Context: an optimization exercise on an open-source flow, tuned for small area and a short achievable clock period. The choices shown serve that exercise and are no tape-out recipe. Function was checked by simulation only, so behaviour that the tests miss may differ from the original. No activity file was given, so power comes from the tool's default toggle rates.

== v11 ==
==> flow/design.v (excerpt) <==
module udp_tx_arbiter #(
    parameter int unsigned DATA_WIDTH = 512,
    parameter int unsigned KEEP_WIDTH = DATA_WIDTH / 8,
    parameter int unsigned CNT_WIDTH  = 16
) (
    input  logic                  clk,
    input  logic                  rst,
    input  logic                  s_axis_peer_valid,
    output logic                  s_axis_peer_ready,
    input  logic [DATA_WIDTH-1:0] s_axis_peer_data,
    input  logic [KEEP_WIDTH-1:0] s_axis_peer_keep,
    input  logic                  s_axis_peer_last,
    input  logic [15:0]           s_axis_peer_src,
    input  logic [15:0]           s_axis_peer_dst,
    input  logic [15:0]           s_axis_peer_size,
    input  logic                  s_axis_host_valid,
    output logic                  s_axis_host_ready,
    input  logic [DATA_WIDTH-1:0] s_axis_host_data,
    input  logic [KEEP_WIDTH-1:0] s_axis_host_keep,
    input  logic                  s_axis_host_last,
    input  logic [15:0]           s_axis_host_src,
    input  logic [15:0]           s_axis_host_dst,
    input  logic [15:0]           s_axis_host_size,
    output logic                  m_axis_tx_valid,
    input  logic                  m_axis_tx_ready,
    output logic [DATA_WIDTH-1:0] m_axis_tx_data,
    output logic [KEEP_WIDTH-1:0] m_axis_tx_keep,
    output logic                  m_axis_tx_last,
    output logic [15:0]           m_axis_tx_src,
    output logic [15:0]           m_axis_tx_dst,
    output logic [15:0]           m_axis_tx_size,
    output logic [CNT_WIDTH-1:0]  stat_peer_pkts,
    output logic [CNT_WIDTH-1:0]  stat_host_pkts,
    output logic [CNT_WIDTH-1:0]  stat_len_err
);
Size: ~2900 cells after synthesis, ~710 flip-flops, roughly 1900 I/O pins, ~0.031 mm² of cells after synthesis.
==> flow/config.mk <==
export PLATFORM = sky130hd
export DESIGN_NAME = udp_tx_arbiter
export DESIGN_NICKNAME = udp_tx_arbiter
export VERILOG_FILES = /design/flow/design.v
export SDC_FILE = /design/flow/constraint.sdc
export NUM_CORES = 4
export LEC_CHECK = 0
export CAP_MARGIN = 20
export CORE_AREA = 10 10 470 470
export CTS_BUF_LIST = sky130_fd_sc_hd__clkbuf_8
export CTS_CLUSTER_DIAMETER = 70
export CTS_CLUSTER_SIZE = 14
export DIE_AREA = 0 0 480 480
export SLEW_MARGIN = 20
export SYNTH_HIERARCHICAL = 1
==> flow/constraint.sdc <==
create_clock -name core_clock -period 12.0 [get_ports {clk}]
set_input_delay 2.4000 -clock core_clock [delete_from_list [all_inputs] [get_ports {clk}]]
set_output_delay 2.4000 -clock core_clock [all_outputs]
set_load 0.01 [all_outputs]
standard.sh (not shown) runs the stock make flow with config.mk's settings and CLKGATE_MAP_FILE= SYNTH_SCRIPT=/design/flow/synth_recipe.tcl, a recipe that flattens the netlist after the stock synthesis.
==> flow/flow/run.sh <==
#!/bin/bash
# The standard ORFS layout with these changes: synthesis leaves adders to abc (no full-adder
# cells), the ports get the smallest buffer, pins may sit on adjacent tracks (the clock pin
# alone, see pre_io.tcl), and timing repair aims for setup slack well above 0 at the design's
# clock.
set -euo pipefail
export ADDER_MAP_FILE=
export BUFFER_PORTS_ARGS="-buffer_cell sky130_fd_sc_hd__buf_1"
export PRE_IO_PLACEMENT_TCL="$(pwd)/flow/pre_io.tcl"
export PLACE_PINS_ARGS="-min_distance 1 -min_distance_in_tracks -exclude bottom:229-251 -exclude right:238-243"
export SETUP_SLACK_MARGIN=6.9
bash standard.sh finish > flow_make.log 2>&1
==> flow/flow/pre_io.tcl <==
# Pins placed before the others. The clock pin sits alone in the middle of the bottom edge (no
# other pin within 10 um): its wire is routed with wider spacing than pins packed on every track
# allow. m_axis_tx_ready and the two upstream readies, which it drives through one gate, sit on
# adjacent tracks in the middle of the right edge.
place_pin -pin_name clk -layer met2 -location {239.89 0.243} -pin_size {0.14 0.485} -force_to_die_boundary
place_pin -pin_name s_axis_peer_ready -layer met3 -location {479.6 239.70} -pin_size {0.8 0.3} -force_to_die_boundary
place_pin -pin_name m_axis_tx_ready -layer met3 -location {479.6 240.38} -pin_size {0.8 0.3} -force_to_die_boundary
place_pin -pin_name s_axis_host_ready -layer met3 -location {479.6 241.06} -pin_size {0.8 0.3} -force_to_die_boundary
v11 finished all stages; the layout is clean.
> inputs changed (v11 -> v9)
-- flow/flow/run.sh --
<<< v11, line 10
export PLACE_PINS_ARGS="-min_distance 1 -min_distance_in_tracks -exclude bottom:229-251 -exclude right:238-243"
export SETUP_SLACK_MARGIN=6.9
bash standard.sh finish > flow_make.log 2>&1
>>> v9, line 10
export PLACE_PINS_ARGS="-min_distance 1 -min_distance_in_tracks -exclude bottom:229-251 -exclude right:238-243"
export SETUP_SLACK_MARGIN=6.75
bash standard.sh finish > flow_make.log 2>&1
The capture point of the worst path comes out s_axis_host_ready in one run and ok_hi_q$_DFF_P_ in the other, namely in v11 and v9 respectively.
Going from v11 to v9, layout clock buffer count increased by 2 relative to the old numbers; wire length of the first global-routing pass increased by about 2.4% relative to the old numbers.
Looking at v9 and v11, the weighted congestion reported at the end of routability-driven placement is a wash.

udp_tx_arbiter, a different RTL version from the one above (not shown whole).
Size in the first run: roughly 2900 cells after synthesis, ~720 flip-flops, ~1900 I/O pins, about 31000 um2 of cells after synthesis.
## udp_tx_arbiter
module udp_tx_arbiter #(
    parameter int unsigned DATA_WIDTH = 512,
    parameter int unsigned KEEP_WIDTH = DATA_WIDTH / 8,
    parameter int unsigned CNT_WIDTH  = 16
) (
    input  logic                  clk,
    input  logic                  rst,
    input  logic                  s_axis_peer_valid,
    output logic                  s_axis_peer_ready,
    input  logic [DATA_WIDTH-1:0] s_axis_peer_data,
    input  logic [KEEP_WIDTH-1:0] s_axis_peer_keep,
    input  logic                  s_axis_peer_last,
    input  logic [15:0]           s_axis_peer_src,
    input  logic [15:0]           s_axis_peer_dst,
    input  logic [15:0]           s_axis_peer_size,
    input  logic                  s_axis_host_valid,
    output logic                  s_axis_host_ready,
    input  logic [DATA_WIDTH-1:0] s_axis_host_data,
    input  logic [KEEP_WIDTH-1:0] s_axis_host_keep,
    input  logic                  s_axis_host_last,
    input  logic [15:0]           s_axis_host_src,
    input  logic [15:0]           s_axis_host_dst,
    input  logic [15:0]           s_axis_host_size,
    output logic                  m_axis_tx_valid,
    input  logic                  m_axis_tx_ready,
    output logic [DATA_WIDTH-1:0] m_axis_tx_data,
    output logic [KEEP_WIDTH-1:0] m_axis_tx_keep,
    output logic                  m_axis_tx_last,
    output logic [15:0]           m_axis_tx_src,
    output logic [15:0]           m_axis_tx_dst,
    output logic [15:0]           m_axis_tx_size,
    output logic [CNT_WIDTH-1:0]  stat_peer_pkts,
    output logic [CNT_WIDTH-1:0]  stat_host_pkts,
    output logic [CNT_WIDTH-1:0]  stat_len_err
);
export LEC_CHECK = 0
export CAP_MARGIN = 20
export CORE_AREA = 10 10 470 470
export CTS_BUF_LIST = sky130_fd_sc_hd__clkbuf_8
export CTS_CLUSTER_DIAMETER = 70
export CTS_CLUSTER_SIZE = 14
export DIE_AREA = 0 0 480 480
export SLEW_MARGIN = 20
export SYNTH_HIERARCHICAL = 1
create_clock -name core_clock -period 12.0 [get_ports {clk}]
==> flow/flow/run.sh <==
#!/bin/bash
# The standard ORFS layout with these changes: synthesis leaves adders to abc (no full-adder
# cells), the ports get the smallest buffer, pins may sit on adjacent tracks (the clock pin
# alone, see pre_io.tcl), and timing repair aims for setup slack well above 0 at the design's
# clock.
set -euo pipefail
export ADDER_MAP_FILE=
export BUFFER_PORTS_ARGS="-buffer_cell sky130_fd_sc_hd__buf_1"
export PRE_IO_PLACEMENT_TCL="$(pwd)/flow/pre_io.tcl"
export PLACE_PINS_ARGS="-min_distance 1 -min_distance_in_tracks -exclude bottom:229-251 -exclude right:238-243"
export SETUP_SLACK_MARGIN=6.9
bash standard.sh finish > flow_make.log 2>&1
Scripts as last shown in full above: flow/flow/pre_io.tcl
Then changed:
--- a/flow/flow/run.sh
+++ b/flow/flow/run.sh
@@ -4 +4,2 @@
-# alone, see pre_io.tcl), and timing repair aims for setup slack well above 0 at the design's
+# alone, see pre_io.tcl), the cells between m_axis_tx_ready and the upstream readies sit next to
+# their pins (pre_dp.tcl), and timing repair aims for setup slack well above 0 at the design's
@@ -9,0 +11 @@
+export PRE_DETAIL_PLACE_TCL="$(pwd)/flow/pre_dp.tcl"
==> flow/flow/pre_dp.tcl (new file) <==
# Before detailed placement: put the m_axis_tx_ready input buffer, the two upstream-ready gates
# and their output buffers next to their pins (placed together on the right edge by
# pre_io.tcl). Detailed placement then legalizes them. This shortens the one path that goes
# from an input straight to an output.
proc my_move_near { inst x y } {
  set dbu [[ord::get_db_block] getDefUnits]
  $inst setLocation [expr {int($x * $dbu)}] [expr {int($y * $dbu)}]
  $inst setPlacementStatus PLACED
}
proc my_net_driver { net } {
  foreach it [$net getITerms] {
    if {[$it isOutputSignal]} { return [$it getInst] }
  }
  return ""
}
set my_block [ord::get_db_block]
set my_die [$my_block getDieArea]
set my_dbu [$my_block getDefUnits]
set my_x [expr {[$my_die xMax] / double($my_dbu) - 14.0}]
foreach {port y} {s_axis_peer_ready 236.0 s_axis_host_ready 243.0} {
  set out [my_net_driver [$my_block findNet $port]]
  if {$out eq ""} { continue }
  my_move_near $out $my_x $y
  foreach it [$out getITerms] {
    if {[$it isInputSignal]} {
      set g [my_net_driver [$it getNet]]
      if {$g ne ""} { my_move_near $g [expr {$my_x - 6.0}] $y }
    }
  }
}
foreach it [[$my_block findNet m_axis_tx_ready] getITerms] {
  if {[$it isInputSignal]} { my_move_near [$it getInst] [expr {$my_x - 4.0}] 239.7 }
}
Result: Sequential share of layout area is about the same. Routed wire length stays flat. Count of clock-buffer cells in the layout came out higher by 3. Clock power shrinks by about 3%. Area after synthesis does not change.

== red ==
udp_tx_arbiter, a different RTL version from the one above (not shown whole).
Size: roughly 710 flip-flops, ~31000 sq um of cells after synthesis.
clock: 12.0 ns
lec_check: 0
cap_margin: 20
core_area: 10 10 410 410
cts_buf_list: sky130_fd_sc_hd__clkbuf_8
cts_cluster_diameter: 60
cts_cluster_size: 12
die_area: 0 0 420 420
slew_margin: 20
synth_hierarchical: 1
==> flow/flow/run.sh <==
#!/bin/bash
# The standard ORFS layout with these changes: synthesis leaves adders to abc (no full-adder
# cells), the ports get the smallest buffer, pins may sit on adjacent tracks (the clock pin
# alone, see pre_io.tcl), and timing repair aims for setup slack well above 0 at the design's
# clock.
set -euo pipefail
export ADDER_MAP_FILE=
export BUFFER_PORTS_ARGS="-buffer_cell sky130_fd_sc_hd__buf_1"
export PRE_IO_PLACEMENT_TCL="$(pwd)/flow/pre_io.tcl"
export PLACE_PINS_ARGS="-min_distance 1 -min_distance_in_tracks -exclude bottom:199-221 -exclude right:207-213"
export SETUP_SLACK_MARGIN=6.9
bash standard.sh finish > flow_make.log 2>&1
==> flow/flow/pre_io.tcl <==
# Pins placed before the others. The clock pin sits alone in the middle of the bottom edge (no
# other pin within 10 um): its wire is routed with wider spacing than pins packed on every track
# allow. m_axis_tx_ready and the two upstream readies, which it drives through one gate, sit on
# adjacent tracks in the middle of the right edge.
place_pin -pin_name clk -layer met2 -location {209.99 0.243} -pin_size {0.14 0.485} -force_to_die_boundary
place_pin -pin_name s_axis_peer_ready -layer met3 -location {419.6 209.10} -pin_size {0.8 0.3} -force_to_die_boundary
place_pin -pin_name m_axis_tx_ready -layer met3 -location {419.6 209.78} -pin_size {0.8 0.3} -force_to_die_boundary
place_pin -pin_name s_axis_host_ready -layer met3 -location {419.6 210.46} -pin_size {0.8 0.3} -force_to_die_boundary
[inputs] blue vs red
- CORE_AREA changed from 10 10 410 410 to 10 10 470 470
- DIE_AREA changed from 0 0 420 420 to 0 0 480 480
--- a/flow/flow/run.sh
+++ b/flow/flow/run.sh
@@ -9,3 +9,3 @@
 export PRE_IO_PLACEMENT_TCL="$(pwd)/flow/pre_io.tcl"
-export PLACE_PINS_ARGS="-min_distance 1 -min_distance_in_tracks -exclude bottom:199-221 -exclude right:207-213"
+export PLACE_PINS_ARGS="-min_distance 1 -min_distance_in_tracks -exclude bottom:229-251 -exclude right:238-243"
 export SETUP_SLACK_MARGIN=6.9
==> flow/flow/pre_io.tcl <==
# Pins placed before the others. The clock pin sits alone in the middle of the bottom edge (no
# other pin within 10 um): its wire is routed with wider spacing than pins packed on every track
# allow. m_axis_tx_ready and the two upstream readies, which it drives through one gate, sit on
# adjacent tracks in the middle of the right edge.
place_pin -pin_name clk -layer met2 -location {239.89 0.243} -pin_size {0.14 0.485} -force_to_die_boundary
place_pin -pin_name s_axis_peer_ready -layer met3 -location {479.6 239.70} -pin_size {0.8 0.3} -force_to_die_boundary
place_pin -pin_name m_axis_tx_ready -layer met3 -location {479.6 240.38} -pin_size {0.8 0.3} -force_to_die_boundary
place_pin -pin_name s_axis_host_ready -layer met3 -location {479.6 241.06} -pin_size {0.8 0.3} -force_to_die_boundary
==> results.txt <==
Looking at worst setup slack, blue sits above red. The final critical-path share of the clock period reported for blue is smaller than that of red by 0.17 points. Relative to red, the number of clock buffers in the layout measured on blue has decreased by a few percent. Core util | blue vs red | blue lower. Looking at post-layout instance area, blue sits about 2% above red. NOTE clock network power consumption red->blue increased by a few percent. Between blue and red, the clock network area share does not differ in any meaningful way. Going from red to blue, power dissipated in combinational cells went up by about 0.9%; depth of the most critical reg-to-reg path has remained practically unchanged; number of placed cells counting well taps went up.

what the ideal ports hide:
The results above use ideal ports. As a check the final layouts listed here were re-extracted and re-timed, cells and wires unchanged. Step 1 (the two cells are an assumption about what drives the block):
set clk [get_ports {clk}]
set_driving_cell -lib_cell sky130_fd_sc_hd__clkbuf_16 $clk
set_driving_cell -lib_cell sky130_fd_sc_hd__buf_2 [delete_from_list [all_inputs] $clk]
Step 2, shift: input delay + t, output delay - t, t = (earliest + latest rising clock arrival at the registers) / 2. This alone moves slack from input paths to output paths. Slacks: ideal / step 1 / step 2; pairs: ideal / step 1.
run	t (ns)	setup slack, ns	worst setup path at the end	slew at the worst register clock pin (ns)
v11	0.897	6.761 / 6.700 / 5.859	input to register	0.11 / 0.11
v9	0.893	6.742 / 6.681 / 5.788	input to register	0.10 / 0.10
the first run of note 2	0.877	6.770 / 6.696 / 6.185	input to register	0.11 / 0.11
the second run of note 2	0.897	6.778 / 6.723 / 6.054	input to register	0.11 / 0.11
red	0.864	6.788 / 6.687 / 5.941	input to register	0.09 / 0.09
blue	0.899	6.809 / 6.731 / 5.834	input to register	0.09 / 0.09
After both steps every run listed still meets setup and hold. The setup slack of blue, which loses most, moves by -0.078 ns with the drivers and by -0.975 ns with both steps.
